What follows belongs to an exercise in optimizing a design on an open flow for small area; a production flow would make more cautious choices.
The RTL was checked by simulation tests, not by an equivalence proof against the original design.
Power and IR drop assume default switching activity.

==> flow/design.v <==
`default_nettype none
package itgr_pkg;
    localparam logic [4:0] P_IDLE  = 5'd0;
    localparam logic [4:0] P_ZERO  = 5'd1;
    localparam logic [4:0] P_CSUM  = 5'd2;
    localparam logic [4:0] P_DLOAD = 5'd3;
    localparam logic [4:0] P_DIV   = 5'd4;
    localparam logic [4:0] P_BWR   = 5'd5;
    localparam logic [4:0] P_SQ    = 5'd6;
    localparam logic [4:0] P_SQRT  = 5'd7;
    localparam logic [4:0] P_CLOAD = 5'd8;
    localparam logic [4:0] P_CORD  = 5'd9;
    localparam logic [4:0] P_SCALE = 5'd10;
    localparam logic [4:0] P_FINAL = 5'd11;
    localparam logic [4:0] P_RD    = 5'd12;
    localparam logic [4:0] P_RM    = 5'd13;
    localparam logic [4:0] P_RF    = 5'd14;
    localparam logic [4:0] P_ACC   = 5'd15;
endpackage
`default_nettype wire
`default_nettype none
module itgr_cordic (
    input  wire logic [3:0] step,
    input  wire logic [4:0] bit_idx,
    output logic            tab_bit
);
    logic [25:0] tab_raw;
    always_comb
    begin
        case (step)
            4'd0:   tab_raw = 26'd47185920;
            4'd1:   tab_raw = 26'd27855475;
            4'd2:   tab_raw = 26'd14718068;
            4'd3:   tab_raw = 26'd7471121;
            4'd4:   tab_raw = 26'd3750058;
            4'd5:   tab_raw = 26'd1876857;
            4'd6:   tab_raw = 26'd938658;
            4'd7:   tab_raw = 26'd469357;
            4'd8:   tab_raw = 26'd234682;
            4'd9:   tab_raw = 26'd117342;
            4'd10:  tab_raw = 26'd58671;
            4'd11:  tab_raw = 26'd29335;
            4'd12:  tab_raw = 26'd14668;
            4'd13:  tab_raw = 26'd7334;
            4'd14:  tab_raw = 26'd3667;
            default: tab_raw = 26'd1833;
        endcase
    end
    assign tab_bit = (bit_idx < 5'd26) ? tab_raw[bit_idx] : 1'b0;
endmodule
`default_nettype wire
`default_nettype none
import itgr_pkg::*;
module imu_tilt_and_gyro_rate_core (
    input  wire logic         clk,
    input  wire logic         rst_n,
    input  wire logic         s_tvalid,
    output logic              s_tready,
    input  wire logic [95:0]  s_tdata,
    input  wire logic [1:0]   s_tuser,
    output logic              m_tvalid,
    input  wire logic         m_tready,
    output logic [103:0]      m_tdata,
    output logic [2:0]        m_tuser,
    input  wire logic         cfg_valid,
    output logic              cfg_ready,
    input  wire logic [1:0]   cfg_index,
    input  wire logic [9:0]   cfg_data
);
    logic [4:0]  ph;
    logic [6:0]  j;
    logic [4:0]  k;
    logic [1:0]  m;
    logic        pr;           
    logic [1:0]  pa;           
    logic [4:0]  pb;           
    logic [7:0]  calib_reg;
    logic [9:0]  gain_reg;
    logic [7:0]  count_reg;
    logic        flag_reg;
    logic        szero, bzero, bzarm;
    logic        m_tvalid_reg;
    logic [2:0]  user_reg;
    logic [71:0] sumr, biar;
    logic [15:0] f_roll;
    logic [14:0] f_pitch;
    logic        se;
    logic [23:0] f_rx, f_ry, f_rz;
    logic        xe;
    logic [1:0]  ye;
    logic [4:0]  ze;
    logic        c0, c1, c2;           
    logic [1:0]  c3;                   
    logic        seen0, seen1;         
    logic        d1, d2;               
    logic        dq1, dq2, dq3;        
    logic        qb;                   
    logic        yneg, ynew, ynz, ynz_acc, zneg, rneg;
    logic        dneg, bsign;
    logic        gt;
    logic        lownz, b23, hi;
    logic [7:0]  rem;
    logic [9:0]  macc;
    logic signed [15:0] ax, ay, az;
    logic [15:0] gsel;
    logic [7:0]  target;
    logic [1:0]  gidx;
    assign ax = s_tdata[15:0];
    assign ay = s_tdata[31:16];
    assign az = s_tdata[47:32];
    assign target = (calib_reg == 8'd0) ? 8'd1 : calib_reg;
    assign gidx = (ph == P_CSUM) ? pa : m;
    always_comb
    begin
        case (gidx)
            2'd0:    gsel = s_tdata[63:48];
            2'd1:    gsel = s_tdata[79:64];
            default: gsel = s_tdata[95:80];
        endcase
    end
    function automatic logic shbit(input logic [15:0] w, input logic [6:0] jj, input logic [6:0] sh);
        logic [6:0] d;
        d = jj - sh;
        if (jj < sh)
            shbit = 1'b0;
        else if (d > 7'd15)
            shbit = w[15];
        else
            shbit = w[d[3:0]];
    endfunction
    function automatic logic [1:0] fadd(input logic a, input logic b, input logic c);
        fadd = {(a & b) | (a & c) | (b & c), a ^ b ^ c};
    endfunction
    logic [23:0] f_rsel;
    always_comb
    begin
        case (m)
            2'd0:    f_rsel = f_rx;
            2'd1:    f_rsel = f_ry;
            default: f_rsel = f_rz;
        endcase
    end
    logic ysp, xsp, ypos, fsp, spneg;
    logic [15:0] kconst, cconst;
    localparam logic [28:0] Z180P = 29'd188743680;
    localparam logic [28:0] Z180N = 29'd0 - 29'd188743680;
    logic sn0, sn1;
    assign sn0 = (j == 7'd0) ? 1'b0 : seen0;
    assign sn1 = (j == 7'd0) ? 1'b0 : seen1;
    always_comb
    begin
        if (!pr)
        begin
            ysp  = (ax == 16'sd0);
            xsp  = (ay == 16'sd0) && (az == 16'sd0);
            ypos = ax[15];
        end
        else
        begin
            ysp  = (ay == 16'sd0);
            xsp  = (az == 16'sd0);
            ypos = !ay[15];
        end
        fsp    = ysp || xsp;
        spneg  = !ysp && !ypos;
        kconst = ysp ? ((pr && az[15]) ? 16'd18000 : 16'd0) : 16'd9000;
        cconst = pr ? 16'd18000 : 16'd9000;
    end
    logic tab_bit;
    itgr_cordic u_tab (
        .step    (k[3:0]),
        .bit_idx (j[4:0]),
        .tab_bit (tab_bit)
    );
    logic [6:0] jlast;
    always_comb
    begin
        case (ph)
            P_CSUM:  jlast = 7'd71;
            P_DLOAD: jlast = 7'd28;
            P_DIV:   jlast = 7'd27;
            P_BWR:   jlast = 7'd23;
            P_SQRT:  jlast = 7'd29;
            P_CLOAD: jlast = 7'd28;
            P_CORD:  jlast = 7'd28;
            P_SCALE: jlast = 7'd36;
            P_FINAL: jlast = pr ? 7'd15 : 7'd14;
            P_RD:    jlast = 7'd23;
            P_RM:    jlast = 7'd35;
            P_RF:    jlast = 7'd23;
            default: jlast = 7'd31;
        endcase
    end
    logic jend, syncp, stall, act;
    assign jend  = (j == jlast);
    assign syncp = (ph == P_CSUM || ph == P_DLOAD || ph == P_BWR || ph == P_RD);
    assign stall = syncp && (j == 7'd0)
                   && !((pb == 5'd0) && (pa == ((ph == P_CSUM) ? 2'd0 : m)));
    assign act   = !stall;
    assign s_tready  = (ph == P_ACC);
    assign cfg_ready = 1'b1;
    assign m_tvalid  = m_tvalid_reg;
    assign m_tuser   = user_reg;
    assign m_tdata   = {flag_reg, f_rz, f_ry, f_rx, f_pitch, f_roll};
    logic [1:0] s_rm, s_csum, s_dload, s_sq, s_sqrt, s_x, s_y, s_z, s_rd, s_rr;
    logic [2:0] s3;
    logic       sum_h, bias_h;
    logic       b_sq_op, b_sq_a, sq_abit, sq_inv;
    logic       sqrt_s, sqrt_rsh, sqrt_t, q_new;
    logic       tapx, tapy, dir, opx, opy, opz;
    logic       ld_xsrc, ld_ysrc, ld_xneg, ld_yneg, ld_x, ld_y, ld_z;
    logic       sc_c, sc_t2, sc_t5, sc_t6, sc_p, sc_m, sc_r;
    logic       fin_v, fin_o;
    logic       rm_m, rm_r;
    logic [10:0] rm_t;
    logic       rf_v;
    logic       dl_s, dl_h;
    logic [8:0] dv_sh;
    logic       dv_ge;
    logic       bw_q, bw_v;
    logic [15:0] sq_a;
    assign sum_h  = szero ? 1'b0 : sumr[0];
    assign bias_h = bzero ? 1'b0 : biar[0];
    always_comb
    begin
        s_csum = fadd(sum_h, gsel[(pb > 5'd15) ? 4'd15 : pb[3:0]], (pb == 5'd0) ? 1'b0 : c0);
        dl_s = (j >= 7'd4 && j <= 7'd27) ? (sumr[68] ^ (dneg & seen0)) : 1'b0;
        dl_h = (j < 7'd7) ? target[j[2:0] + 3'd1] : 1'b0;
        s_dload = fadd(dl_s, dl_h, (j == 7'd0) ? 1'b0 : c0);
        dv_sh = {rem, f_rz[0]};
        dv_ge = (dv_sh >= {1'b0, target});
        bw_q = ze[4];
        bw_v = (j <= 7'd20) ? (bw_q ^ (dneg & sn0)) : bsign;
        sq_a    = m[0] ? az : ay;
        sq_abit = sq_a[k[3:0]];
        sq_inv  = (k == 5'd15);
        b_sq_a  = (m == 2'd0 && k == 5'd0) ? 1'b0 : f_roll[0];
        b_sq_op = sq_abit & (sq_inv ^ shbit(sq_a, j, {2'b00, k}));
        s_sq    = fadd(b_sq_a, b_sq_op, (j == 7'd0) ? (sq_abit & sq_inv) : c0);
        sqrt_s   = (k < 5'd16) ? f_pitch[14] : 1'b0;
        sqrt_rsh = (j < 7'd2) ? sqrt_s : ((k == 5'd0) ? 1'b0 : d2);
        if (j == 7'd0)
            sqrt_t = 1'b1;
        else if (j == 7'd1)
            sqrt_t = rneg;
        else if (j == 7'd2)
            sqrt_t = qb;
        else
            sqrt_t = dq3;
        s_sqrt = fadd(sqrt_rsh, rneg ? sqrt_t : ~sqrt_t, (j == 7'd0) ? ~rneg : c0);
        q_new  = (j == 7'd0) ? qb : dq1;
        if (!pr)
        begin
            ld_xsrc = q_new;
            ld_xneg = 1'b0;
            ld_ysrc = shbit(ax, j, 7'd8);
            ld_yneg = 1'b1;
            ld_z    = 1'b0;
        end
        else
        begin
            ld_xsrc = shbit(az, j, 7'd8);
            ld_xneg = az[15];
            ld_ysrc = shbit(ay, j, 7'd8);
            ld_yneg = az[15];
            if (!az[15])
                ld_z = 1'b0;
            else if (!ay[15])
                ld_z = Z180P[j[4:0]];
            else
                ld_z = Z180N[j[4:0]];
        end
        ld_x = ld_xsrc ^ (ld_xneg & sn0);
        ld_y = ld_ysrc ^ (ld_yneg & sn1);
        dir  = !yneg && ynz;
        tapy = ({2'b00, k} + j > 7'd25) ? yneg : f_ry[k[3:0]];
        tapx = ({2'b00, k} + j > 7'd24) ? 1'b0 : f_rx[k[3:0]];
        opx  = dir ? tapy : ~tapy;
        opy  = dir ? ~tapx : tapx;
        opz  = dir ? tab_bit : ~tab_bit;
        s_x  = fadd(f_rx[0], opx, (j == 7'd0) ? ~dir : c0);
        s_y  = fadd(f_ry[0], opy, (j == 7'd0) ? dir : c1);
        s_z  = fadd(f_rz[0], opz, (j == 7'd0) ? ~dir : c2);
        sc_t2 = (j < 7'd2) ? 1'b0 : (j > 7'd30) ? zneg : ze[3];
        sc_t5 = (j < 7'd5) ? 1'b0 : (j > 7'd33) ? zneg : ze[0];
        sc_t6 = (j < 7'd6) ? 1'b0 : (j > 7'd34) ? zneg : f_rz[23];
        s3    = {2'b00, sc_t2} + {2'b00, sc_t5} + {2'b00, sc_t6} + {1'b0, (j == 7'd0) ? 2'b00 : c3};
        sc_p  = s3[0];
        sc_m  = sc_p ^ (zneg & sn0);
        s_rr  = fadd(sc_m, (j == 7'd19), (j == 7'd0) ? 1'b0 : c0);
        sc_r  = s_rr[0];
        sc_c  = (j >= 7'd20 && j < 7'd36) ? cconst[4'(j - 7'd20)] : 1'b0;
        if (fsp)
            fin_v = kconst[j[3:0]];
        else if (gt)
            fin_v = cconst[j[3:0]];
        else
            fin_v = pr ? f_roll[0] : f_pitch[0];
        if (j[3:0] == 4'd15)
            fin_v = 1'b0;
        fin_o = fin_v ^ ((fsp ? spneg : zneg) & sn0);
        s_rd = fadd(shbit(gsel, j, 7'd4), ~bias_h, (j == 7'd0) ? 1'b1 : c0);
        rm_m = (j < 7'd24) ? (f_rsel[0] ^ (dneg & sn0)) : 1'b0;
        rm_t = {1'b0, (j == 7'd0) ? 10'd0 : macc} + (rm_m ? {1'b0, gain_reg} : 11'd0);
        s_rm = fadd(rm_t[0], (j == 7'd3), (j == 7'd0) ? 1'b0 : c1);
        rm_r = s_rm[0];
        if (dneg ? (hi || (b23 && lownz)) : (hi || b23))
            rf_v = dneg ? (j == 7'd23) : (j != 7'd23);
        else
            rf_v = f_rsel[0] ^ (dneg & sn0);
    end
    logic rs_en, roll_en, pitch_en, rs_in, roll_in, pitch_in;
    logic rx_en, ry_en, rz_en, rx_in, ry_in, rz_in;
    logic fx_en, fy_en, fz_en, fr_in;
    always_comb
    begin
        rs_en = 1'b0; roll_en = 1'b0; pitch_en = 1'b0;
        rs_in = 1'b0; roll_in = 1'b0; pitch_in = 1'b0;
        rx_en = 1'b0; ry_en = 1'b0; rz_en = 1'b0;
        rx_in = 1'b0; ry_in = 1'b0; rz_in = 1'b0;
        fx_en = 1'b0; fy_en = 1'b0; fz_en = 1'b0; fr_in = 1'b0;
        unique case (ph)
            P_ZERO:
            begin
                rs_en = 1'b1;
                fx_en = 1'b1; fy_en = 1'b1; fz_en = 1'b1;
            end
            P_DLOAD:
            begin
                rz_en = act;
                rz_in = s_dload[0];
            end
            P_DIV:
            begin
                rz_en = 1'b1;
                rz_in = (j == 7'd27) ? dv_ge : f_rz[0];
            end
            P_BWR:
            begin
                rz_en = act;
                rz_in = f_rz[0];
            end
            P_SQ:
            begin
                rs_en = 1'b1;
                rs_in = s_sq[0];
            end
            P_SQRT:
            begin
                rs_en = (j < 7'd30);
                rs_in = f_roll[0];
                ry_en = (j < 7'd26);
                ry_in = s_sqrt[0];
                rx_en = (j < 7'd25);
                rx_in = q_new;
            end
            P_CLOAD:
            begin
                rx_en = (j < 7'd25);
                rx_in = ld_x;
                ry_en = (j < 7'd26);
                ry_in = ld_y;
                rz_en = 1'b1;
                rz_in = ld_z;
            end
            P_CORD:
            begin
                rx_en = (j < 7'd25);
                rx_in = s_x[0];
                ry_en = (j < 7'd26);
                ry_in = s_y[0];
                rz_en = 1'b1;
                rz_in = s_z[0];
            end
            P_SCALE:
            begin
                rz_en    = 1'b1;
                rz_in    = f_rz[0];
                roll_en  = pr && (j >= 7'd20) && (j < 7'd36);
                pitch_en = !pr && (j >= 7'd20) && (j < 7'd35);
                roll_in  = sc_r;
                pitch_in = sc_r;
            end
            P_FINAL:
            begin
                roll_en  = pr;
                pitch_en = !pr;
                roll_in  = fin_o;
                pitch_in = fin_o;
            end
            P_RD:
            begin
                fx_en = act && (m == 2'd0);
                fy_en = act && (m == 2'd1);
                fz_en = act && (m == 2'd2);
                fr_in = s_rd[0];
            end
            P_RM:
            begin
                fx_en = (j <= 7'd27) && (m == 2'd0);
                fy_en = (j <= 7'd27) && (m == 2'd1);
                fz_en = (j <= 7'd27) && (m == 2'd2);
                fr_in = rm_r;
            end
            P_RF:
            begin
                fx_en = (m == 2'd0);
                fy_en = (m == 2'd1);
                fz_en = (m == 2'd2);
                fr_in = rf_v;
            end
            default:
            begin
            end
        endcase
    end
    always_ff @(posedge clk)
    begin
        if (rs_en)
        begin
            f_roll  <= {f_pitch[0], f_roll[15:1]};
            f_pitch <= {se, f_pitch[14:1]};
            se      <= rs_in;
        end
        if (roll_en)
            f_roll <= {roll_in, f_roll[15:1]};
        if (pitch_en)
            f_pitch <= {pitch_in, f_pitch[14:1]};
        if (rx_en)
        begin
            f_rx <= {xe, f_rx[23:1]};
            xe   <= rx_in;
        end
        else if (fx_en)
            f_rx <= {fr_in, f_rx[23:1]};
        if (ry_en)
        begin
            f_ry <= {ye[0], f_ry[23:1]};
            ye   <= {ry_in, ye[1]};
        end
        else if (fy_en)
            f_ry <= {fr_in, f_ry[23:1]};
        if (rz_en)
        begin
            f_rz <= {ze[0], f_rz[23:1]};
            ze   <= {rz_in, ze[4:1]};
        end
        else if (fz_en)
            f_rz <= {fr_in, f_rz[23:1]};
    end
    logic sum_in, bias_in;
    assign sum_in  = (ph == P_CSUM && act) ? s_csum[0] : sum_h;
    assign bias_in = (ph == P_BWR && act) ? bw_v : bias_h;
    always_ff @(posedge clk)
    begin
        sumr <= {sum_in, sumr[71:1]};
        biar <= {bias_in, biar[71:1]};
    end
    always_ff @(posedge clk or negedge rst_n)
    begin
        if (!rst_n)
        begin
            ph           <= P_IDLE;
            j            <= '0;
            k            <= '0;
            m            <= '0;
            pr           <= 1'b0;
            pa           <= '0;
            pb           <= '0;
            calib_reg    <= 8'd60;
            gain_reg     <= 10'd70;
            count_reg    <= '0;
            flag_reg     <= 1'b0;
            szero        <= 1'b1;
            bzero        <= 1'b1;
            bzarm        <= 1'b1;
            m_tvalid_reg <= 1'b0;
        end
        else
        begin
            if (pb == 5'd23 && pa == 2'd2)
            begin
                if (bzarm)
                    bzarm <= 1'b0;
                else
                    bzero <= 1'b0;
            end
            if (pb == 5'd23)
            begin
                pb <= '0;
                pa <= (pa == 2'd2) ? 2'd0 : pa + 2'd1;
            end
            else
                pb <= pb + 5'd1;
            if (cfg_valid)
            begin
                if (cfg_index == 2'd0)
                    calib_reg <= cfg_data[7:0];
                else if (cfg_index == 2'd1)
                    gain_reg <= cfg_data;
            end
            if (ph == P_ACC)
                m_tvalid_reg <= 1'b1;
            else if (m_tready)
                m_tvalid_reg <= 1'b0;
            if (ph == P_IDLE || ph == P_ACC)
                j <= '0;
            else if (act)
                j <= jend ? 7'd0 : j + 7'd1;
            unique case (ph)
                P_IDLE:
                begin
                    m  <= '0;
                    k  <= '0;
                    pr <= 1'b0;
                    if (s_tvalid && !m_tvalid_reg)
                    begin
                        case (s_tuser)
                            2'd1: ph <= P_SQ;
                            2'd0:
                            begin
                                if (count_reg < target)
                                begin
                                    count_reg <= count_reg + 8'd1;
                                    ph        <= P_CSUM;
                                end
                                else
                                    ph <= P_ZERO;
                            end
                            2'd2:
                            begin
                                ph        <= P_ZERO;
                                szero     <= 1'b1;
                                bzero     <= 1'b1;
                                bzarm     <= 1'b1;
                                count_reg <= '0;
                                flag_reg  <= 1'b0;
                            end
                            default: ph <= P_ZERO;
                        endcase
                    end
                end
                P_ZERO:
                    if (jend)
                        ph <= P_ACC;
                P_CSUM:
                    if (act && jend)
                    begin
                        szero <= 1'b0;
                        m     <= '0;
                        ph    <= (count_reg == target) ? P_DLOAD : P_ZERO;
                    end
                P_DLOAD:
                    if (act && jend)
                    begin
                        ph <= P_DIV;
                        k  <= '0;
                    end
                P_DIV:
                    if (jend)
                    begin
                        k <= k + 5'd1;
                        if (k == 5'd27)
                            ph <= P_BWR;
                    end
                P_BWR:
                    if (act && jend)
                    begin
                        m <= m + 2'd1;
                        if (m == 2'd2)
                        begin
                            flag_reg <= 1'b1;
                            ph       <= P_ZERO;
                        end
                        else
                            ph <= P_DLOAD;
                    end
                P_SQ:
                    if (jend)
                    begin
                        k <= k + 5'd1;
                        if (k == 5'd15)
                        begin
                            k <= '0;
                            m <= m + 2'd1;
                            if (m == 2'd1)
                                ph <= P_SQRT;
                        end
                    end
                P_SQRT:
                    if (jend)
                    begin
                        k <= k + 5'd1;
                        if (k == 5'd23)
                            ph <= P_CLOAD;
                    end
                P_CLOAD:
                    if (jend)
                    begin
                        ph <= P_CORD;
                        k  <= '0;
                    end
                P_CORD:
                    if (jend)
                    begin
                        k <= k + 5'd1;
                        if (k == 5'd15)
                            ph <= P_SCALE;
                    end
                P_SCALE:
                    if (jend)
                        ph <= P_FINAL;
                P_FINAL:
                    if (jend)
                    begin
                        pr <= 1'b1;
                        m  <= '0;
                        ph <= pr ? P_RD : P_CLOAD;
                    end
                P_RD:
                    if (act && jend)
                        ph <= P_RM;
                P_RM:
                    if (jend)
                        ph <= P_RF;
                P_RF:
                    if (jend)
                    begin
                        m <= m + 2'd1;
                        ph <= (m == 2'd2) ? P_ACC : P_RD;
                    end
                P_ACC:
                    ph <= P_IDLE;
                default:
                    ph <= P_IDLE;
            endcase
        end
    end
    always_ff @(posedge clk)
    begin
        unique case (ph)
            P_IDLE:
            begin
                rneg <= 1'b0;
                qb   <= 1'b0;
                if (s_tvalid && !m_tvalid_reg)
                begin
                    case (s_tuser)
                        2'd1: user_reg <= 3'd2;
                        2'd0:
                        begin
                            if (count_reg >= target)
                                user_reg <= 3'd4;
                            else if (count_reg + 8'd1 == target)
                                user_reg <= 3'd1;
                            else
                                user_reg <= 3'd0;
                        end
                        2'd2:    user_reg <= 3'd3;
                        default: user_reg <= 3'd4;
                    endcase
                end
            end
            P_CSUM:
                if (act)
                    c0 <= s_csum[1];
            P_DLOAD:
                if (act)
                begin
                    c0 <= s_dload[1];
                    if (j == 7'd0)
                    begin
                        dneg  <= sumr[23];
                        seen0 <= 1'b0;
                        rem   <= '0;
                    end
                    if (j >= 7'd4 && j <= 7'd27)
                        seen0 <= seen0 | sumr[68];
                end
            P_DIV:
                if (j == 7'd27)
                    rem <= dv_ge ? 8'(dv_sh - {1'b0, target}) : dv_sh[7:0];
            P_BWR:
                if (act)
                begin
                    seen0 <= (j == 7'd0) ? bw_q : (seen0 | bw_q);
                    if (j == 7'd20)
                        bsign <= bw_v;
                end
            P_SQ:
                c0 <= s_sq[1];
            P_SQRT:
            begin
                c0  <= s_sqrt[1];
                d1  <= f_ry[0];
                d2  <= d1;
                dq1 <= (k == 5'd0) ? 1'b0 : f_rx[0];
                dq2 <= dq1;
                dq3 <= dq2;
                if (j == 7'd25)
                begin
                    rneg <= s_sqrt[0];
                    qb   <= ~s_sqrt[0];
                end
            end
            P_CLOAD:
            begin
                dq1   <= f_rx[0];
                seen0 <= sn0 | ld_xsrc;
                seen1 <= sn1 | ld_ysrc;
                if (j < 7'd26)
                    ynz_acc <= ((j == 7'd0) ? 1'b0 : ynz_acc) | ld_y;
                if (j == 7'd25)
                begin
                    yneg <= ld_y;
                    ynz  <= ynz_acc | ld_y;
                end
                if (j == 7'd28)
                    zneg <= ld_z;
            end
            P_CORD:
            begin
                c0 <= s_x[1];
                c1 <= s_y[1];
                c2 <= s_z[1];
                if (j < 7'd26)
                    ynz_acc <= ((j == 7'd0) ? 1'b0 : ynz_acc) | s_y[0];
                if (j == 7'd25)
                    ynew <= s_y[0];
                if (j == 7'd28)
                begin
                    yneg <= ynew;
                    ynz  <= ynz_acc;
                    zneg <= s_z[0];
                end
            end
            P_SCALE:
            begin
                c3    <= s3[2:1];
                c0    <= s_rr[1];
                seen0 <= sn0 | sc_p;
                if (j >= 7'd20)
                    gt <= (sc_r & ~sc_c) | (~(sc_r ^ sc_c) & ((j == 7'd20) ? 1'b0 : gt));
            end
            P_FINAL:
                seen0 <= sn0 | fin_v;
            P_RD:
                if (act)
                begin
                    c0 <= s_rd[1];
                    if (j == 7'd23)
                        dneg <= s_rd[0];
                end
            P_RM:
            begin
                macc  <= rm_t[10:1];
                c1    <= s_rm[1];
                seen0 <= sn0 | f_rsel[0];
                if (j == 7'd4)
                    lownz <= rm_r;
                else if (j > 7'd4 && j <= 7'd26)
                    lownz <= lownz | rm_r;
                if (j == 7'd27)
                    b23 <= rm_r;
                if (j == 7'd28)
                    hi <= rm_r;
                else if (j > 7'd28)
                    hi <= hi | rm_r;
            end
            P_RF:
                seen0 <= sn0 | f_rsel[0];
            default:
            begin
            end
        endcase
    end
endmodule
`default_nettype wire
==> flow/run.sh <==
#!/bin/bash
# synth_recipe.tcl (not shown) runs the flow's synth.tcl, then flattens the netlist and writes it again
# the make line also repeats each setting of config.mk as NAME=value (left out here)
make -C /OpenROAD-flow-scripts/flow DESIGN_CONFIG=/design/flow/config.mk WORK_HOME=/design/flow/orfs CLKGATE_MAP_FILE= SYNTH_SCRIPT=/design/flow/synth_recipe.tcl finish
==> flow/config.mk <==
export PLATFORM = sky130hd
export DESIGN_NAME = imu_tilt_and_gyro_rate_core
export DESIGN_NICKNAME = imu_tilt_and_gyro_rate_core
export VERILOG_FILES = /design/flow/design.v
export SDC_FILE = /design/flow/constraint.sdc
export NUM_CORES = 4
export LEC_CHECK = 0
export CAP_MARGIN = 20
export CORE_MARGIN = 2
export CORE_UTILIZATION = 40
export SLEW_MARGIN = 20
==> flow/constraint.sdc <==
create_clock -name core_clock -period 11.0 [get_ports {clk}]
set_input_delay 2.2000 -clock core_clock [delete_from_list [all_inputs] [get_ports {clk}]]
set_output_delay 2.2000 -clock core_clock [all_outputs]
set_load 0.01 [all_outputs]
==> results of run 1 <==
==> worst reg2reg max path: cells and delay by family (launching register included) <==
family	cells	cell delay (ps)
xor gates and xnor gates	2	380
buffers and inverters	2	450
AOI/OAI and AO/OA	5	720
adders and majority gates	3	910
and+or+nand+nor	7	2030
DFF	1	380
==> cells in the mapped netlist, types with 12 or more instances <==
library cell	instances	area (um2)
nor2b_1	25	156.4
a31oi_1	12	75.07
nor2_1	104	390.4
ha_1	74	925.9
nand3_1	26	130.1
a211oi_1	27	202.7
clkbuf_1	60	225.2
nand4_1	21	131.4
dfxtp_1	144	2883
nand2b_1	27	168.9
mux4_2	36	810.8
xnor2_1	27	236.5
a21o_1	23	172.7
and2_1	25	156.4
nor3_1	24	120.1
o22ai_1	16	100.1
dfrtp_1	47	1176
fa_1	16	320.3
xor2_1	18	157.7
mux2_2	34	382.9
o211ai_1	13	97.59
a21oi_1	96	480.5
nand2_1	143	536.8
edfxtp_1	158	4745
buf_2	18	90.09
mux2i_1	45	450.4
nor4_1	21	131.4
inv_1	65	244.0
o21ai_0	110	550.5
==> routing by layer <==
metal  part of all wire  GRT usage
met1               0.46     0.3131
met5                  0          0
met4              0.021    0.06758
met3              0.074    0.03832
met2               0.45     0.3475
==> logic make-up (layout without fill, tap and decap cells) <==
kind of cell,count (synthesis),count (layout),synth area share
AO/OA/AOI/OAI,413,413,0.1480
XOR/XNOR,45,45,0.02188
adder cells (fa/ha/maj),91,91,0.06973
buffers and inverters,163,389,0.03646
flip-flops,359,359,0.5033
multiplexers,115,115,0.09126
other,1,1,0.0002082
AND/OR/NAND/NOR,467,467,0.1292
==> through the flow <==
stage	hold WS, ps	std cells
final	314.9	2472
after global placement	310.5	2400
after CTS	321.7	2472
after floorplan	309.6	1654
after detailed placement	312.1	2400
after global routing	320.9	2472
==> layout make-up <==
class	count	share of cell area
multi-input cells	1132	0.3750
well taps	592	0.03340
clock inverters	20	0.01247
repair buffers	247	0.1085
inverters	70	0.01185
clock buffers	52	0.04992
flip-flops and latches	359	0.4088
==> final timing paths <==
| check | slack (ps) | cells after the start | to | startpoint |
|---|---|---|---|---|
| setup reg to reg | 5880 | 19 | macc[7]$_DFFE_PP_ | j[3]$_DFFE_PN0P_ |
| setup / recovery | 5880 | 19 | macc[7]$_DFFE_PP_ | j[3]$_DFFE_PN0P_ |
| max in group asynchronous | 8620 | 2 | j[0]$_DFFE_PN0P_ | rst_n |
| hold reg to reg | 310 | 0 | sumr[14]$_DFF_P_ | sumr[15]$_DFF_P_ |
| hold / removal | 310 | 0 | sumr[14]$_DFF_P_ | sumr[15]$_DFF_P_ |
| min in group asynchronous | 1820 | 2 | j[0]$_DFFE_PN0P_ | rst_n |
==> where the power goes <==
| group | internal, mW | total, mW | switching, mW |
|---|---|---|---|
| registers | 1.41 | 1.42 | 0.0123 |
| clock network | 0.840 | 1.41 | 0.566 |
| logic | 0.0939 | 0.172 | 0.0780 |
| total | 2.34 | 3.00 | 0.657 |
==> impl_metrics.csv, run 1 <==
group,metric,value,unit
status,status,"finished clean",
finish,multi_input_area,0.008318,mm2
sta,rsz0062_at_grt,"false",
sta,maxSlewHeadroom,0.3010,
drt,wl_per_cell,21.35,um
drt,routed_wl,52770,um
sta,tightest_slew,1049,ps
power,ir_drop,138.6,uV
grt,grt_start_max_net_pins,58,
place,dp_hpwl,37380,um
critical_path,cp-start-kind,"flip-flop",
finish,fin_area,0.02218,mm2
critical_path,cp_slowest_cell,"nor3b_2",
power,total_power,2.996,mW
synth,synth-seq-area-share,0.5033,
clocking,cts_sinks,359,
critical_path,critPathArrivalTime,5430,ps
grt,antenna_found_initial,0,
grt,grt.overflow.total,0,
clocking,htreeDepth,2,
critical_path,max_stage_delay,550,ps
sta,final-hold-violation-count,0,
finish,mostFrequentLayoutCells,"clkdlybuf4s50_1 (222), edfxtp_1 (158), dfxtp_1 (144)",
clocking,cts_made_buffers,39,
floorplan,fp.dieW,216.2,um
synth,synth_cell_types,87,
critical_path,crit_required,11320,ps
finish,final-seq-area,0.009067,mm2
finish,top_regs,"biar: 72 flops, sumr: 72 flops",
floorplan,boundaryPins,225,
floorplan,die-area,0.04675,mm2
clocking,ctsHoldBuffers,0,
synth,syn_inst,1654,
finish,area_growth,23.12,%
power,power_density,135.1,mW/mm2
drt,via_per_inst,5.695,
power,p_leak,8.192,nW
sta,drv_slew,0,
clocking,cts_tree,"yes",
finish,fin_util,0.5005,
floorplan,coreArea,0.04432,mm2
place,gp_congestion,0.9283,
sta,fin_skew,27.78,ps
place,pre_cts_slack,5545,ps
synth,synth.avg_cell_area,10.89,um2
synth,synth_flop_cell,"edfxtp_1",
hold_path,hp-class,"flip-flop to flip-flop",
drt,drc,0,
synth,synth_seq_cells,359,
critical_path,critPathBufInv,2,
drt,ant_nets,0,
drt,first_pass_iters,5,
synth,synth_fp_nets,1859,
place,port_buffers,223,
drt,drt-initial-drc-count,1512,
synth,synth_warnings,2,
grt,track_usage,0.2214,
grt,grt_pass1_vias,13846,
finish,layout-drive-gt1-share,0.1016,
clocking,post-cts-setup-buffers,0,
finish,n_fill_cell,3989,
synth,synth_edf_count,158,
finish,num-nets-final,2054,
finish,mostFrequentLayoutCell,"clkdlybuf4s50_1",
critical_path,path_cells,"inv_1 -> ha_1 -> nor2b_1 -> and3_1 -> nor2_1 -> xor2_1 -> nor3b_2 -> and2_1 -> ha_1 -> inv_1 -> fa_1 -> nor2b_1 -> o21ai_0 -> a21boi_0 -> o21ai_0 -> nand2b_1 -> a21o_1 -> a21oi_1 -> xnor2_1",
drt,vias,14079,
sta,fmax,195.4,MHz
clocking,cts_root_buf,"clkbuf_16",
floorplan,start_util,0.4065,
critical_path,crit_path_end_kind,"flip-flop",
clocking,cts-resized-gates,0,
synth,synthesis.area,0.01801,mm2
floorplan,rows,77,
grt,grt_pass1_wl,81210,um
clocking,cts_buffer_depth,3,
flow_run,cap_violations,0,
critical_path,critPathMaxFanout,12,
sta,fin_crit,5119,ps
place,place_area,0.02079,mm2
sta,fin_ws,5881,ps
sta,period_share,0.4653,
synth,ys_async_sr_fraction,0.1588,
sta,setup_tns,0,ps
sta,setup_viol,0,
floorplan,die_h,216.2,um
finish,antenna_cells,0,
clocking,clk_latency,580,ps
critical_path,path_delay_family,"simple AND/OR/NAND/NOR gates",
clocking,clkTransAtPathRegs,60,ps
critical_path,worstSetupPathType,"flip-flop to flip-flop",
==> inputs of run 2 (changes only) <==
--- a/flow/design.v
+++ b/flow/design.v
@@ -91,46 +91,73 @@
     logic [4:0]  ze;
     logic        c0, c1, c2;           
     logic [1:0]  c3;                   
-    logic        seen0, seen1;         
+    logic        seen0;                
     logic        d1, d2;               
     logic        dq1, dq2, dq3;        
     logic        qb;                   
-    logic        yneg, ynew, ynz, ynz_acc, zneg, rneg;
+    logic        abit;                 
+    logic        yneg, ynz, ynz_acc, zneg, rneg;
     logic        dneg, bsign;
     logic        gt;
     logic        lownz, b23, hi;
     logic [7:0]  rem;
     logic [9:0]  macc;
     logic signed [15:0] ax, ay, az;
-    logic [15:0] gsel;
     logic [7:0]  target;
-    logic [1:0]  gidx;
     assign ax = s_tdata[15:0];
     assign ay = s_tdata[31:16];
     assign az = s_tdata[47:32];
     assign target = (calib_reg == 8'd0) ? 8'd1 : calib_reg;
-    assign gidx = (ph == P_CSUM) ? pa : m;
+    function automatic logic [1:0] fadd(input logic a, input logic b, input logic c);
+        fadd = {(a & b) | (a & c) | (b & c), a ^ b ^ c};
+    endfunction
+    logic [2:0]  in_word;
+    logic [6:0]  in_pos, in_off, in_d;
+    logic [3:0]  in_idx;
+    logic [15:0] in_w;
+    logic        in_raw, in_low, in_bit;
     always_comb
     begin
-        case (gidx)
-            2'd0:    gsel = s_tdata[63:48];
-            2'd1:    gsel = s_tdata[79:64];
-            default: gsel = s_tdata[95:80];
+        in_word = 3'd0;
+        in_pos  = j;
+        in_off  = 7'd0;
+        unique case (ph)
+            P_CSUM:
+            begin
+                in_word = {1'b0, pa} + 3'd3;
+                in_pos  = {2'b00, pb};
+            end
+            P_RD:
+            begin
+                in_word = {1'b0, m} + 3'd3;
+                in_off  = 7'd4;
+            end
+            P_SQ:
+            begin
+                in_word = m[0] ? 3'd2 : 3'd1;
+                in_off  = (j == 7'd0) ? 7'd0 : {2'b00, k};
+                in_pos  = (j == 7'd0) ? {2'b00, k} : j;
+            end
+            default:    
+            begin
+                in_word = !m[0] ? 3'd2 : (pr ? 3'd1 : 3'd0);
+                in_off  = 7'd8;
+            end
+        endcase
+        in_d   = in_pos - in_off;
+        in_low = (in_pos < in_off);
+        in_idx = (in_d > 7'd15) ? 4'd15 : in_d[3:0];
+        case (in_word)
+            3'd0:    in_w = s_tdata[15:0];
+            3'd1:    in_w = s_tdata[31:16];
+            3'd2:    in_w = s_tdata[47:32];
+            3'd3:    in_w = s_tdata[63:48];
+            3'd4:    in_w = s_tdata[79:64];
+            default: in_w = s_tdata[95:80];
         endcase
+        in_raw = in_w[in_idx];
+        in_bit = in_low ? 1'b0 : in_raw;
     end
-    function automatic logic shbit(input logic [15:0] w, input logic [6:0] jj, input logic [6:0] sh);
-        logic [6:0] d;
-        d = jj - sh;
-        if (jj < sh)
-            shbit = 1'b0;
-        else if (d > 7'd15)
-            shbit = w[15];
-        else
-            shbit = w[d[3:0]];
-    endfunction
-    function automatic logic [1:0] fadd(input logic a, input logic b, input logic c);
-        fadd = {(a & b) | (a & c) | (b & c), a ^ b ^ c};
-    endfunction
     logic [23:0] f_rsel;
     always_comb
     begin
@@ -144,9 +171,8 @@
     logic [15:0] kconst, cconst;
     localparam logic [28:0] Z180P = 29'd188743680;
     localparam logic [28:0] Z180N = 29'd0 - 29'd188743680;
-    logic sn0, sn1;
+    logic sn0;
     assign sn0 = (j == 7'd0) ? 1'b0 : seen0;
-    assign sn1 = (j == 7'd0) ? 1'b0 : seen1;
     always_comb
     begin
         if (!pr)
@@ -208,34 +234,36 @@
     logic       b_sq_op, b_sq_a, sq_abit, sq_inv;
     logic       sqrt_s, sqrt_rsh, sqrt_t, q_new;
     logic       tapx, tapy, dir, opx, opy, opz;
-    logic       ld_xsrc, ld_ysrc, ld_xneg, ld_yneg, ld_x, ld_y, ld_z;
+    logic       ld_src, ld_neg, ld_v, ld_z;
     logic       sc_c, sc_t2, sc_t5, sc_t6, sc_p, sc_m, sc_r;
     logic       fin_v, fin_o;
     logic       rm_m, rm_r;
     logic [10:0] rm_t;
     logic       rf_v;
-    logic       dl_s, dl_h;
+    logic       dl_raw, dl_s, dl_h;
     logic [8:0] dv_sh;
+    logic [9:0] dv_diff;
     logic       dv_ge;
     logic       bw_q, bw_v;
-    logic [15:0] sq_a;
+    logic [6:0] jk;
     assign sum_h  = szero ? 1'b0 : sumr[0];
     assign bias_h = bzero ? 1'b0 : biar[0];
     always_comb
     begin
-        s_csum = fadd(sum_h, gsel[(pb > 5'd15) ? 4'd15 : pb[3:0]], (pb == 5'd0) ? 1'b0 : c0);
-        dl_s = (j >= 7'd4 && j <= 7'd27) ? (sumr[68] ^ (dneg & seen0)) : 1'b0;
-        dl_h = (j < 7'd7) ? target[j[2:0] + 3'd1] : 1'b0;
+        s_csum = fadd(sum_h, in_bit, (pb == 5'd0) ? 1'b0 : c0);
+        dl_raw  = (j >= 7'd4 && j <= 7'd27) ? sumr[68] : 1'b0;
+        dl_s    = dl_raw ^ (dneg & sn0);
+        dl_h    = (j < 7'd7) ? target[j[2:0] + 3'd1] : 1'b0;
         s_dload = fadd(dl_s, dl_h, (j == 7'd0) ? 1'b0 : c0);
-        dv_sh = {rem, f_rz[0]};
-        dv_ge = (dv_sh >= {1'b0, target});
+        dv_sh   = {rem, f_rz[0]};
+        dv_diff = {1'b0, dv_sh} - {2'b00, target};
+        dv_ge   = !dv_diff[9];
         bw_q = ze[4];
         bw_v = (j <= 7'd20) ? (bw_q ^ (dneg & sn0)) : bsign;
-        sq_a    = m[0] ? az : ay;
-        sq_abit = sq_a[k[3:0]];
+        sq_abit = (j == 7'd0) ? in_raw : abit;
         sq_inv  = (k == 5'd15);
         b_sq_a  = (m == 2'd0 && k == 5'd0) ? 1'b0 : f_roll[0];
-        b_sq_op = sq_abit & (sq_inv ^ shbit(sq_a, j, {2'b00, k}));
+        b_sq_op = sq_abit & (sq_inv ^ ((j < {2'b00, k}) ? 1'b0 : in_raw));
         s_sq    = fadd(b_sq_a, b_sq_op, (j == 7'd0) ? (sq_abit & sq_inv) : c0);
         sqrt_s   = (k < 5'd16) ? f_pitch[14] : 1'b0;
         sqrt_rsh = (j < 7'd2) ? sqrt_s : ((k == 5'd0) ? 1'b0 : d2);
@@ -249,32 +277,27 @@
             sqrt_t = dq3;
         s_sqrt = fadd(sqrt_rsh, rneg ? sqrt_t : ~sqrt_t, (j == 7'd0) ? ~rneg : c0);
         q_new  = (j == 7'd0) ? qb : dq1;
-        if (!pr)
+        if (!m[0])
         begin
-            ld_xsrc = q_new;
-            ld_xneg = 1'b0;
-            ld_ysrc = shbit(ax, j, 7'd8);
-            ld_yneg = 1'b1;
-            ld_z    = 1'b0;
+            ld_src = pr ? in_bit : q_new;
+            ld_neg = pr && az[15];
         end
         else
         begin
-            ld_xsrc = shbit(az, j, 7'd8);
-            ld_xneg = az[15];
-            ld_ysrc = shbit(ay, j, 7'd8);
-            ld_yneg = az[15];
-            if (!az[15])
-                ld_z = 1'b0;
-            else if (!ay[15])
-                ld_z = Z180P[j[4:0]];
-            else
-                ld_z = Z180N[j[4:0]];
+            ld_src = in_bit;
+            ld_neg = !pr || az[15];
         end
-        ld_x = ld_xsrc ^ (ld_xneg & sn0);
-        ld_y = ld_ysrc ^ (ld_yneg & sn1);
+        ld_v = ld_src ^ (ld_neg & sn0);
+        if (!pr || !az[15])
+            ld_z = 1'b0;
+        else if (!ay[15])
+            ld_z = Z180P[j[4:0]];
+        else
+            ld_z = Z180N[j[4:0]];
+        jk   = {2'b00, k} + j;
         dir  = !yneg && ynz;
-        tapy = ({2'b00, k} + j > 7'd25) ? yneg : f_ry[k[3:0]];
-        tapx = ({2'b00, k} + j > 7'd24) ? 1'b0 : f_rx[k[3:0]];
+        tapy = (jk > 7'd25) ? yneg : f_ry[k[3:0]];
+        tapx = (jk > 7'd24) ? 1'b0 : f_rx[k[3:0]];
         opx  = dir ? tapy : ~tapy;
         opy  = dir ? ~tapx : tapx;
         opz  = dir ? tab_bit : ~tab_bit;
@@ -287,7 +310,7 @@
         s3    = {2'b00, sc_t2} + {2'b00, sc_t5} + {2'b00, sc_t6} + {1'b0, (j == 7'd0) ? 2'b00 : c3};
         sc_p  = s3[0];
         sc_m  = sc_p ^ (zneg & sn0);
-        s_rr  = fadd(sc_m, (j == 7'd19), (j == 7'd0) ? 1'b0 : c0);
+        s_rr  = fadd(sc_m, (j == 7'd19), (j == 7'd0) ? 1'b0 : c1);
         sc_r  = s_rr[0];
         sc_c  = (j >= 7'd20 && j < 7'd36) ? cconst[4'(j - 7'd20)] : 1'b0;
         if (fsp)
@@ -299,7 +322,7 @@
         if (j[3:0] == 4'd15)
             fin_v = 1'b0;
         fin_o = fin_v ^ ((fsp ? spneg : zneg) & sn0);
-        s_rd = fadd(shbit(gsel, j, 7'd4), ~bias_h, (j == 7'd0) ? 1'b1 : c0);
+        s_rd = fadd(in_bit, ~bias_h, (j == 7'd0) ? 1'b1 : c0);
         rm_m = (j < 7'd24) ? (f_rsel[0] ^ (dneg & sn0)) : 1'b0;
         rm_t = {1'b0, (j == 7'd0) ? 10'd0 : macc} + (rm_m ? {1'b0, gain_reg} : 11'd0);
         s_rm = fadd(rm_t[0], (j == 7'd3), (j == 7'd0) ? 1'b0 : c1);
@@ -356,11 +379,11 @@
             end
             P_CLOAD:
             begin
-                rx_en = (j < 7'd25);
-                rx_in = ld_x;
-                ry_en = (j < 7'd26);
-                ry_in = ld_y;
-                rz_en = 1'b1;
+                rx_en = !m[0] && (j < 7'd25);
+                rx_in = ld_v;
+                ry_en = m[0] && (j < 7'd26);
+                ry_in = ld_v;
+                rz_en = !m[0];
                 rz_in = ld_z;
             end
             P_CORD:
@@ -584,7 +607,10 @@
                             k <= '0;
                             m <= m + 2'd1;
                             if (m == 2'd1)
+                            begin
+                                m  <= '0;
                                 ph <= P_SQRT;
+                            end
                         end
                     end
                 P_SQRT:
@@ -597,8 +623,13 @@
                 P_CLOAD:
                     if (jend)
                     begin
-                        ph <= P_CORD;
-                        k  <= '0;
+                        m <= m + 2'd1;
+                        if (m[0])
+                        begin
+                            m  <= '0;
+                            ph <= P_CORD;
+                            k  <= '0;
+                        end
                     end
                 P_CORD:
                     if (jend)
@@ -636,6 +667,37 @@
             endcase
         end
     end
+    logic ybit;
+    assign ybit = (ph == P_CLOAD) ? ld_v : s_y[0];
+    always_ff @(posedge clk)
+    begin
+        d1  <= f_ry[0];
+        d2  <= d1;
+        dq1 <= (ph == P_SQRT && k == 5'd0) ? 1'b0 : f_rx[0];
+        dq2 <= dq1;
+        dq3 <= dq2;
+        macc <= rm_t[10:1];
+        c3   <= s3[2:1];
+        ynz_acc <= (j < 7'd26) ? (((j == 7'd0) ? 1'b0 : ynz_acc) | ybit) : ynz_acc;
+        unique case (ph)
+            P_CSUM:  c0 <= s_csum[1];
+            P_DLOAD: c0 <= s_dload[1];
+            P_SQ:    c0 <= s_sq[1];
+            P_SQRT:  c0 <= s_sqrt[1];
+            P_RD:    c0 <= s_rd[1];
+            default: c0 <= s_x[1];
+        endcase
+        c1 <= (ph == P_SCALE) ? s_rr[1] : (ph == P_RM) ? s_rm[1] : s_y[1];
+        c2 <= s_z[1];
+        unique case (ph)
+            P_DLOAD: seen0 <= sn0 | dl_raw;
+            P_BWR:   seen0 <= sn0 | bw_q;
+            P_CLOAD: seen0 <= sn0 | ld_src;
+            P_SCALE: seen0 <= sn0 | sc_p;
+            P_FINAL: seen0 <= sn0 | fin_v;
+            default: seen0 <= sn0 | f_rsel[0];
+        endcase
+    end
     always_ff @(posedge clk)
     begin
         unique case (ph)
@@ -646,116 +708,63 @@
                 if (s_tvalid && !m_tvalid_reg)
                 begin
                     case (s_tuser)
-                        2'd1: user_reg <= 3'd2;
-                        2'd0:
-                        begin
-                            if (count_reg >= target)
-                                user_reg <= 3'd4;
-                            else if (count_reg + 8'd1 == target)
-                                user_reg <= 3'd1;
-                            else
-                                user_reg <= 3'd0;
-                        end
+                        2'd1:    user_reg <= 3'd2;
+                        2'd0:    user_reg <= (count_reg < target) ? 3'd0 : 3'd4;
                         2'd2:    user_reg <= 3'd3;
                         default: user_reg <= 3'd4;
                     endcase
                 end
             end
             P_CSUM:
-                if (act)
-                    c0 <= s_csum[1];
+                if (count_reg == target)
+                    user_reg <= 3'd1;
             P_DLOAD:
-                if (act)
+                if (act && j == 7'd0)
                 begin
-                    c0 <= s_dload[1];
-                    if (j == 7'd0)
-                    begin
-                        dneg  <= sumr[23];
-                        seen0 <= 1'b0;
-                        rem   <= '0;
-                    end
-                    if (j >= 7'd4 && j <= 7'd27)
-                        seen0 <= seen0 | sumr[68];
+                    dneg <= sumr[23];
+                    rem  <= '0;
                 end
             P_DIV:
                 if (j == 7'd27)
-                    rem <= dv_ge ? 8'(dv_sh - {1'b0, target}) : dv_sh[7:0];
+                    rem <= dv_ge ? dv_diff[7:0] : dv_sh[7:0];
             P_BWR:
-                if (act)
-                begin
-                    seen0 <= (j == 7'd0) ? bw_q : (seen0 | bw_q);
-                    if (j == 7'd20)
-                        bsign <= bw_v;
-                end
+                if (j == 7'd20)
+                    bsign <= bw_v;
             P_SQ:
-                c0 <= s_sq[1];
+                if (j == 7'd0)
+                    abit <= in_raw;
             P_SQRT:
-            begin
-                c0  <= s_sqrt[1];
-                d1  <= f_ry[0];
-                d2  <= d1;
-                dq1 <= (k == 5'd0) ? 1'b0 : f_rx[0];
-                dq2 <= dq1;
-                dq3 <= dq2;
                 if (j == 7'd25)
                 begin
                     rneg <= s_sqrt[0];
                     qb   <= ~s_sqrt[0];
                 end
-            end
             P_CLOAD:
-            begin
-                dq1   <= f_rx[0];
-                seen0 <= sn0 | ld_xsrc;
-                seen1 <= sn1 | ld_ysrc;
-                if (j < 7'd26)
-                    ynz_acc <= ((j == 7'd0) ? 1'b0 : ynz_acc) | ld_y;
-                if (j == 7'd25)
+                if (j == 7'd28)
                 begin
-                    yneg <= ld_y;
-                    ynz  <= ynz_acc | ld_y;
+                    if (m[0])
+                    begin
+                        yneg <= ye[1];
+                        ynz  <= ynz_acc;
+                    end
+                    else
+                        zneg <= ld_z;
                 end
-                if (j == 7'd28)
-                    zneg <= ld_z;
-            end
             P_CORD:
-            begin
-                c0 <= s_x[1];
-                c1 <= s_y[1];
-                c2 <= s_z[1];
-                if (j < 7'd26)
-                    ynz_acc <= ((j == 7'd0) ? 1'b0 : ynz_acc) | s_y[0];
-                if (j == 7'd25)
-                    ynew <= s_y[0];
                 if (j == 7'd28)
                 begin
-                    yneg <= ynew;
+                    yneg <= ye[1];
                     ynz  <= ynz_acc;
                     zneg <= s_z[0];
                 end
-            end
             P_SCALE:
-            begin
-                c3    <= s3[2:1];
-                c0    <= s_rr[1];
-                seen0 <= sn0 | sc_p;
                 if (j >= 7'd20)
                     gt <= (sc_r & ~sc_c) | (~(sc_r ^ sc_c) & ((j == 7'd20) ? 1'b0 : gt));
-            end
-            P_FINAL:
-                seen0 <= sn0 | fin_v;
             P_RD:
-                if (act)
-                begin
-                    c0 <= s_rd[1];
-                    if (j == 7'd23)
-                        dneg <= s_rd[0];
-                end
+                if (act && j == 7'd23)
+                    dneg <= s_rd[0];
             P_RM:
             begin
-                macc  <= rm_t[10:1];
-                c1    <= s_rm[1];
-                seen0 <= sn0 | f_rsel[0];
                 if (j == 7'd4)
                     lownz <= rm_r;
                 else if (j > 7'd4 && j <= 7'd26)
@@ -767,8 +776,6 @@
                 else if (j > 7'd28)
                     hi <= hi | rm_r;
             end
-            P_RF:
-                seen0 <= sn0 | f_rsel[0];
             default:
             begin
             end
==> flow/flow/run.sh (new file) <==
#!/bin/bash
# Own layout flow: the standard flow, with the port buffers made from the
# smallest buffer cell and a clock tree built from small clock buffers without
# dummy loads. Each tool's full output goes to a log file in this folder.
set -euo pipefail
export BUFFER_PORTS_ARGS="-buffer_cell sky130_fd_sc_hd__buf_1"
export CTS_ARGS="-sink_clustering_enable -repair_clock_nets -dont_use_dummy_load -buf_list {sky130_fd_sc_hd__clkbuf_2 sky130_fd_sc_hd__clkbuf_4 sky130_fd_sc_hd__clkbuf_8} -sink_clustering_size 12 -sink_clustering_max_diameter 40"
bash standard.sh > standard_flow.log 2>&1
cp -r orfs/logs ./orfs_logs 2>/dev/null || true
==> flow/standard.sh (new file) <==
#!/bin/bash
# synth_recipe.tcl (not shown) runs the flow's synth.tcl, then flattens the netlist and writes it again
# the make line also repeats each setting of config.mk as NAME=value (left out here)
make -C /OpenROAD-flow-scripts/flow DESIGN_CONFIG=/design/flow/config.mk WORK_HOME=/design/flow/orfs CLKGATE_MAP_FILE= SYNTH_SCRIPT=/design/flow/synth_recipe.tcl "${@:-finish}"
--- a/flow/config.mk
+++ b/flow/config.mk
@@ -5,7 +5,8 @@
 export SDC_FILE = /design/flow/constraint.sdc
 export NUM_CORES = 4
 export LEC_CHECK = 0
+export ABC_AREA = 1
 export CAP_MARGIN = 20
 export CORE_MARGIN = 2
-export CORE_UTILIZATION = 40
+export CORE_UTILIZATION = 65
 export SLEW_MARGIN = 20
removed: flow/run.sh
==> run 2 against run 1 <==
Net effect:
- first-iteration DRC count grew 18%
- global-route usage is 16 points higher
- clock skew up 64 ps
- highest routed layer is now met5
- combinational power rose to 15 times the previous value
- worst hold slack lost 12 ps
- largest power group is now combinational logic
- maximum frequency shrank 15%
- synthesized cell count rose by 18%
- die area fell by 41%
==> impl_metrics.csv, run 2 <==
group,metric,value,unit
critical_path,critPathMaxFanout,17,
critical_path,ff2ff_setup_slack,4960,ps
power,power.share.switching,0.4526,
drt,routed_wl,53490,um
critical_path,critPathBufInv,6,
grt,grt_start_max_net_pins,58,
critical_path,crit_top_cell,"nand2_1",
synth,synth_edf_count,136,
grt,grt_pass1_wl,81940,um
floorplan,boundaryPins,225,
place,gp_congestion,1.048,
floorplan,fp.dieW,165.9,um
critical_path,crit_path_end_kind,"flip-flop",
clocking,cts_root_buf,"clkbuf_8",
finish,area_growth,9.894,%
synth,syn_inst,1947,
power,pwr-share-comb,0.464,
critical_path,crit_required,11350,ps
status,status,"finished clean",
power,total_power,5.574,mW
synth,synth.avg_cell_area,8.749,um2
drt,via_per_inst,6.055,
grt,track_usage,0.3802,
hold_path,hp-class,"flip-flop to flip-flop",
floorplan,coreArea,0.02591,mm2
critical_path,worstSetupPathType,"flip-flop to flip-flop",
power,power_switching,2.523,mW
grt,antenna_found_initial,1,
power,ir_drop,220.2,uV
sta,setup_viol,0,
sta,fin_crit,6044,ps
sta,fmax,165.4,MHz
place,port_buffers,223,
power,p_leak,8.416,nW
synth,synthMuxAreaShare,0.0006610,
clocking,cts_buffer_depth,3,
flow_run,cap_violations,0,
synth,synth_fp_nets,2153,
critical_path,cp-start-kind,"flip-flop",
synth,synth_warnings,2,
drt,drt-initial-drc-count,1788,
finish,mostFrequentLayoutCell,"nand2_1",
sta,maxSlewHeadroom,0.3063,
synth,yosys.area_share.adder,0.07389,
floorplan,rows,59,
finish,mostFrequentLayoutCells,"nand2_1 (317), inv_1 (275), nor2_1 (267)",
drt,vias,15179,
drt,wl_per_cell,21.34,um
floorplan,die_h,165.9,um
sta,tightest_slew,1038,ps
synth,synth_compound_area_frac,0.1103,
sta,fin_skew,91.85,ps
power,clock_power_share,0.142,
critical_path,path_delay_family,"simple AND/OR/NAND/NOR gates",
critical_path,cp_slowest_cell,"dfrtp_1",
clocking,clk_latency,600,ps
finish,top_regs,"biar: 72 flops, sumr: 72 flops",
power,power_density,297.8,mW/mm2
clocking,cts_tree,"yes",
synth,synth_seq_cells,358,
drt,ant_nets,0,
synth,synth_top_family_by_area,"simple AND/OR/NAND/NOR gates",
sta,final-hold-violation-count,0,
synth,synthesis.area,0.01704,mm2
clocking,cts_made_buffers,45,
power,pwr-share-seq,0.394,
synth,synth_top_area_frac,0.2397,
drt,first_pass_iters,6,
grt,grt.overflow.total,0,
drt,drc,0,
floorplan,die-area,0.02752,mm2
synth,synth_xor_area_frac,0.01748,
critical_path,max_stage_delay,710,ps
synth,synth-simple-area-share,0.1996,
finish,layout-drive-gt1-share,0.05205,
synth,synth_common_cells,"nand2_1 (317), inv_1 (275), nor2_1 (267)",
synth,synth_flop_cell,"dfxtp_1",
floorplan,start_util,0.6574,
critical_path,critPathArrivalTime,6390,ps
synth,yosys.cell_count.top_type,"nand2_1",
clocking,post-cts-setup-buffers,0,
synth,synth_cell_types,61,
clocking,clkTransAtPathRegs,70,ps
sta,period_share,0.5495,
place,dp_hpwl,40600,um
clocking,ctsHoldBuffers,0,
synth,yosysTopAreaCell,"edfxtp_1",
sta,drv_slew,0,
sta,setup_tns,0,ps
finish,num-nets-final,2379,
synth,synth-seq-area-share,0.5181,
clocking,htreeDepth,2,
sta,rsz0062_at_grt,"false",
power,p_int,3.051,mW
grt,grt_pass1_vias,14860,
synth,yosys-top-cells-area,"edfxtp_1 (24%), dfxtp_1 (19%), nand2_1 (7.0%), dfrtp_1 (6.9%), inv_1 (6.1%)",
clocking,cts_sinks,358,
synth,ys_async_sr_fraction,0.1592,
finish,n_fill_cell,1911,
clocking,cts-resized-gates,0,
## run 2: cell types whose count changed in the layout (fill, tap and decap cells not counted), moves of 27 or more
cell	change
nand2b_1	-27
mux4_2	-36
clkbuf_16	-41
clkbuf_8	+41
nand2_1	+174
nor2_1	+163
buf_1	+222
mux2i_1	-43
clkdlybuf4s50_1	-222
nand3_1	+42
nand4_1	+29
inv_1	+210
mux2_2	-33
## run 2: power groups by stage
stage / clock network (mW) / registers (mW) / logic [mW]
after floorplan: 0 / 2.17 / 1.67
after global placement: 0 / 2.17 / 2.41
after detailed placement: 0 / 2.21 / 2.49
after CTS: 0.795 / 2.19 / 2.52
after global routing: 0.847 / 2.23 / 2.82
final: 0.793 / 2.20 / 2.58
## run 2: cells by family (layout without fill, tap and decap cells)
| group | count (synthesis) | in the layout |
|---|---|---|
| AO/OA/AOI/OAI | 329 | 329 |
| XOR/XNOR | 34 | 34 |
| adder cells (fa/ha/maj) | 91 | 91 |
| buffers and inverters | 343 | 567 |
| flip-flops | 358 | 358 |
| multiplexers | 1 | 1 |
| other | 1 | 2 |
| AND/OR/NAND/NOR | 790 | 790 |
## run 2: final timing paths
kind	startpoint	endpoint	depth (start not counted)
worst max-delay path	j[2]$_DFFE_PN0P_	f_rx[23]$_DFFE_PP_	30
worst max register to register	j[2]$_DFFE_PN0P_	f_rx[23]$_DFFE_PP_	30
worst min-delay path	biar[48]$_DFF_P_	biar[47]$_DFF_P_	0
min in group asynchronous	rst_n	pa[1]$_DFFE_PN0N_	2
max in group asynchronous	rst_n	j[0]$_DFFE_PN0P_	2
worst min register to register	biar[48]$_DFF_P_	biar[47]$_DFF_P_	0
## run 2: worst reg2reg max path, delay by kind of cell (launching register included)
kind	cells	cell delay, ps
buffers and inverters	6	1030
AOI/OAI and AO/OA	6	1250
DFF	1	710
and+or+nand+nor	15	1800
adders and majority gates	3	1100
## run 2: metrics by stage
stage	area [um2]	util	hold slack (ps)	instances	worst slack [ps]
6_report	18720	0.7225	303.3	2507	4956
2_1_floorplan	17040	-	309.6	1947	6128
3_3_place_gp	18100	0.6984	310.8	2461	5298
5_1_grt	18720	0.7224	309.8	2506	4465
3_5_place_dp	18100	0.6984	312.1	2461	5075
4_1_cts	18720	0.7223	305.0	2506	5165
## run 2: routing by layer
layer	track usage	up-vias	part of all wire
met5	0	-	0.00024
met1	0.4737	7070	0.37
li1	-	6863	-
met4	0.2193	2	0.064
met3	0.07316	253	0.094
met2	0.6237	991	0.47
## run 2: area by class of cell
class                      instances  area, um2  area share
antenna                            1      2.502   0.0001337
clock buffer                      45      619.3     0.03308
inverter                         289       1087     0.05808
multi-input combinational       1246       6853      0.3661
sequential                       358       8826      0.4715
tap                              335      419.2     0.02239
timing repair buffer             233      913.4     0.04879
==> inputs of run 3 (changes only) <==
==> flow/flow/run.sh (replaced) <==
#!/bin/bash
# Own layout flow: the standard flow, with the port buffers made from the
# smallest buffer cell and a clock tree built from small clock buffers without
# dummy loads. Each tool's full output goes to a log file in this folder.
set -euo pipefail
export BUFFER_PORTS_ARGS="-buffer_cell sky130_fd_sc_hd__buf_1"
export CTS_ARGS="-sink_clustering_enable -repair_clock_nets -dont_use_dummy_load -buf_list {sky130_fd_sc_hd__clkbuf_2 sky130_fd_sc_hd__clkbuf_4 sky130_fd_sc_hd__clkbuf_8} -sink_clustering_size 18 -sink_clustering_max_diameter 50"
bash standard.sh > standard_flow.log 2>&1
cp -r orfs/logs ./orfs_logs 2>/dev/null || true
==> run 3 against run 2 <==
Net effect:
- sequential cell count unchanged
- non-clock buffer count is the same
- area after synthesis did not move
- wire length shrank 1.0%
- largest power group unchanged
==> impl_metrics.csv, run 3 <==
group,metric,value,unit
synth,syn_inst,1947,
floorplan,coreArea,0.02591,mm2
critical_path,crit_required,11330,ps
critical_path,crit_top_cell,"nand2_1",
sta,fmax,165.7,MHz
floorplan,die-area,0.02752,mm2
critical_path,critPathArrivalTime,6360,ps
sta,final-hold-violation-count,0,
synth,yosys-top-cells-area,"edfxtp_1 (24%), dfxtp_1 (19%), nand2_1 (7.0%), dfrtp_1 (6.9%), inv_1 (6.1%)",
sta,fin_skew,100.4,ps
drt,wl_per_cell,21.22,um
power,power_switching,2.490,mW
critical_path,critPathMaxFanout,17,
sta,tightest_slew,1057,ps
power,power.share.switching,0.4566,
finish,layout-drive-gt1-share,0.04722,
synth,synth_common_cells,"nand2_1 (317), inv_1 (275), nor2_1 (267)",
synth,synth.avg_cell_area,8.749,um2
floorplan,start_util,0.6574,
drt,ant_nets,0,
clocking,clkTransAtPathRegs,100,ps
clocking,post-cts-setup-buffers,0,
synth,synth_flop_cell,"dfxtp_1",
power,p_int,2.964,mW
clocking,ctsHoldBuffers,0,
sta,setup_tns,0,ps
finish,mostFrequentLayoutCell,"nand2_1",
synth,yosys.cell_count.top_type,"nand2_1",
place,port_buffers,223,
status,status,"finished clean",
hold_path,hold_path_end,"biar[47]$_DFF_P_",
critical_path,r2r-start,"j[2]$_DFFE_PN0P_",
floorplan,rows,59,
grt,grt_pass1_vias,14690,
synth,synth_warnings,2,
hold_path,hold_depth,0,
finish,mostFrequentLayoutCells,"nand2_1 (317), inv_1 (275), nor2_1 (267)",
clocking,htreeDepth,2,
synth,synthesis.area,0.01704,mm2
critical_path,crit_path_end_kind,"flip-flop",
grt,track_usage,0.3769,
clocking,cts_root_buf,"clkbuf_8",
floorplan,die_h,165.9,um
critical_path,ff2ff_setup_slack,4970,ps
power,pwr-share-seq,0.403,
critical_path,critPathBufInv,6,
power,clock_power_share,0.126,
critical_path,cp-start-kind,"flip-flop",
clocking,cts-resized-gates,0,
grt,antenna_found_initial,2,
floorplan,fp.dieW,165.9,um
clocking,cts_made_buffers,34,
synth,synth_fp_nets,2153,
drt,first_pass_iters,7,
grt,grt_pass1_wl,81250,um
power,power_density,293.8,mW/mm2
synth,synth_seq_cells,358,
synth,yosysTopAreaCell,"edfxtp_1",
drt,via_per_inst,6.052,
drt,drc,0,
place,dp_hpwl,40600,um
drt,routed_wl,52950,um
sta,rsz0062_at_grt,"false",
flow_run,cap_violations,0,
finish,antenna_cells,0,
synth,ys_async_sr_fraction,0.1592,
place,dp.cells,2461,
finish,n_fill_cell,1963,
synth,synth-seq-area-share,0.5181,
finish,top_regs,"biar: 72 flops, sumr: 72 flops",
synth,synth_top_area_frac,0.2397,
sta,period_share,0.5485,
power,pwr-share-comb,0.472,
sta,setup_viol,0,
sta,fin_crit,6033,ps
clocking,cts_sinks,358,
floorplan,boundaryPins,225,
finish,fin_cells,2495,
finish,num-nets-final,2368,
critical_path,r2r-end,"f_rx[23]$_DFFE_PP_",
critical_path,worstSetupPathType,"flip-flop to flip-flop",
grt,grt_start_max_net_pins,58,
synth,synth_cell_types,61,
clocking,cts_buffer_depth,3,
critical_path,path_delay_family,"simple AND/OR/NAND/NOR gates",
critical_path,cp_slowest_cell,"dfrtp_1",
clocking,cts_tree,"yes",
critical_path,max_stage_delay,590,ps
clocking,clk_latency,580,ps
sta,maxSlewHeadroom,0.2771,
critical_path,r2r_cells,33,
finish,area_growth,8.983,%
place,gp_congestion,1.048,
hold_path,worstHoldStart,"biar[48]$_DFF_P_",
sta,drv_slew,0,
grt,grt.overflow.total,0,
synth,synth_edf_count,136,
power,p_leak,8.337,nW
hold_path,hp-class,"flip-flop to flip-flop",
drt,drt-initial-drc-count,1868,
power,ir_drop,214.0,uV
drt,vias,15099,
[run 3: cell counts after synthesis]
No cell type changed its count.
[run 3: power by group through the flow]
stage | clock [mW] | sequential [mW] | combinational, mW
finish | 0.685 | 2.20 | 2.57
global route | 0.737 | 2.23 | 2.81
CTS | 0.688 | 2.19 | 2.51
detailed placement | 0 | 2.21 | 2.49
global placement | 0 | 2.17 | 2.41
floorplan | 0 | 2.17 | 1.67
[run 3: per-stage QoR]
stage / instance area, um2 / power [mW] / hold WS, ps / setup slack (ps) / utilization
6_report: 18570 / 5.454 / 322.6 / 4967 / 0.7165
5_1_grt: 18570 / 5.776 / 319.1 / 4447 / 0.7165
4_1_cts: 18560 / 5.387 / 322.5 / 5153 / 0.7165
3_5_place_dp: 18100 / 4.702 / 312.1 / 5075 / 0.6984
3_3_place_gp: 18100 / 4.578 / 310.8 / 5298 / 0.6984
2_1_floorplan: 17040 / 3.833 / 309.6 / 6128 / -
[run 3: cells by family after synthesis]
family,Yosys count,share of synthesized area
compound gates,329,0.1103
xor+xnor,34,0.01748
fa+ha+maj,91,0.07389
buf+inv,343,0.07977
flops,358,0.5181
mux,1,0.0006610
other cells,1,0.0002201
simple gates,790,0.1996
[run 3: how the worst max path moves through the flow]
| stage | from | slack [ps] | depth (start not counted) | to |
|---|---|---|---|---|
| 5_1_grt | j[2]$_DFFE_PN0P_ | 4450 | 33 | f_rx[23]$_DFFE_PP_ |
| 2_1_floorplan | j[0]$_DFFE_PN0P_ | 6130 | 32 | f_rz[23]$_DFFE_PP_ |
| 3_5_place_dp | j[2]$_DFFE_PN0P_ | 5070 | 33 | f_rx[23]$_DFFE_PP_ |
| 6_report | j[2]$_DFFE_PN0P_ | 4970 | 33 | f_rx[23]$_DFFE_PP_ |
| 3_3_place_gp | j[2]$_DFFE_PN0P_ | 5300 | 32 | f_rz[23]$_DFFE_PP_ |
| 4_1_cts | j[2]$_DFFE_PN0P_ | 5150 | 33 | f_rx[23]$_DFFE_PP_ |
[run 3: layer usage]
layer	global-route usage	routed length, um
met5	0	12
met4	0.2174	3295
met3	0.07412	5337
met2	0.6100	24760
met1	0.4760	19550
[run 3: area by class of cell]
class,instances,area [um2],share of cell area
well taps,335,419.2,0.02258
flip-flops and latches,358,8826,0.4754
multi-input cells,1246,6852,0.3691
inverters,289,1087,0.05857
clock buffers,34,467.9,0.02521
repair buffers,233,913.4,0.04920

-- port drivers added, routing unchanged --
In the flow no input, the clock included, has a driving cell. The finished layouts below were timed again as built, in two steps. Step 1: set_driving_cell puts a clkbuf_16 on clk and a buf_2 on each other input, an assumption about the parent block. Step 2, shift: input delay + t, output delay - t, t = (earliest + latest rising clock arrival at the registers) / 2. This alone moves slack from input paths to output paths. Slacks: no drivers / after step 1 / after step 2; pairs: no drivers / after step 1.
run	t (ns)	setup WS [ns]	worst setup path at the end	worst data-port slew with drivers (ns)
run 1	0.618	5.881 / 5.881 / 5.436	input to register	0.06
run 2	0.606	4.956 / 4.956 / 4.956	register to register	0.06
run 3	0.584	4.967 / 4.967 / 4.967	register to register	0.06
After both steps setup and hold are still met in every run listed. The setup slack of run 1, which loses most, moves by 0.000 ns with the drivers and by -0.445 ns with both steps.
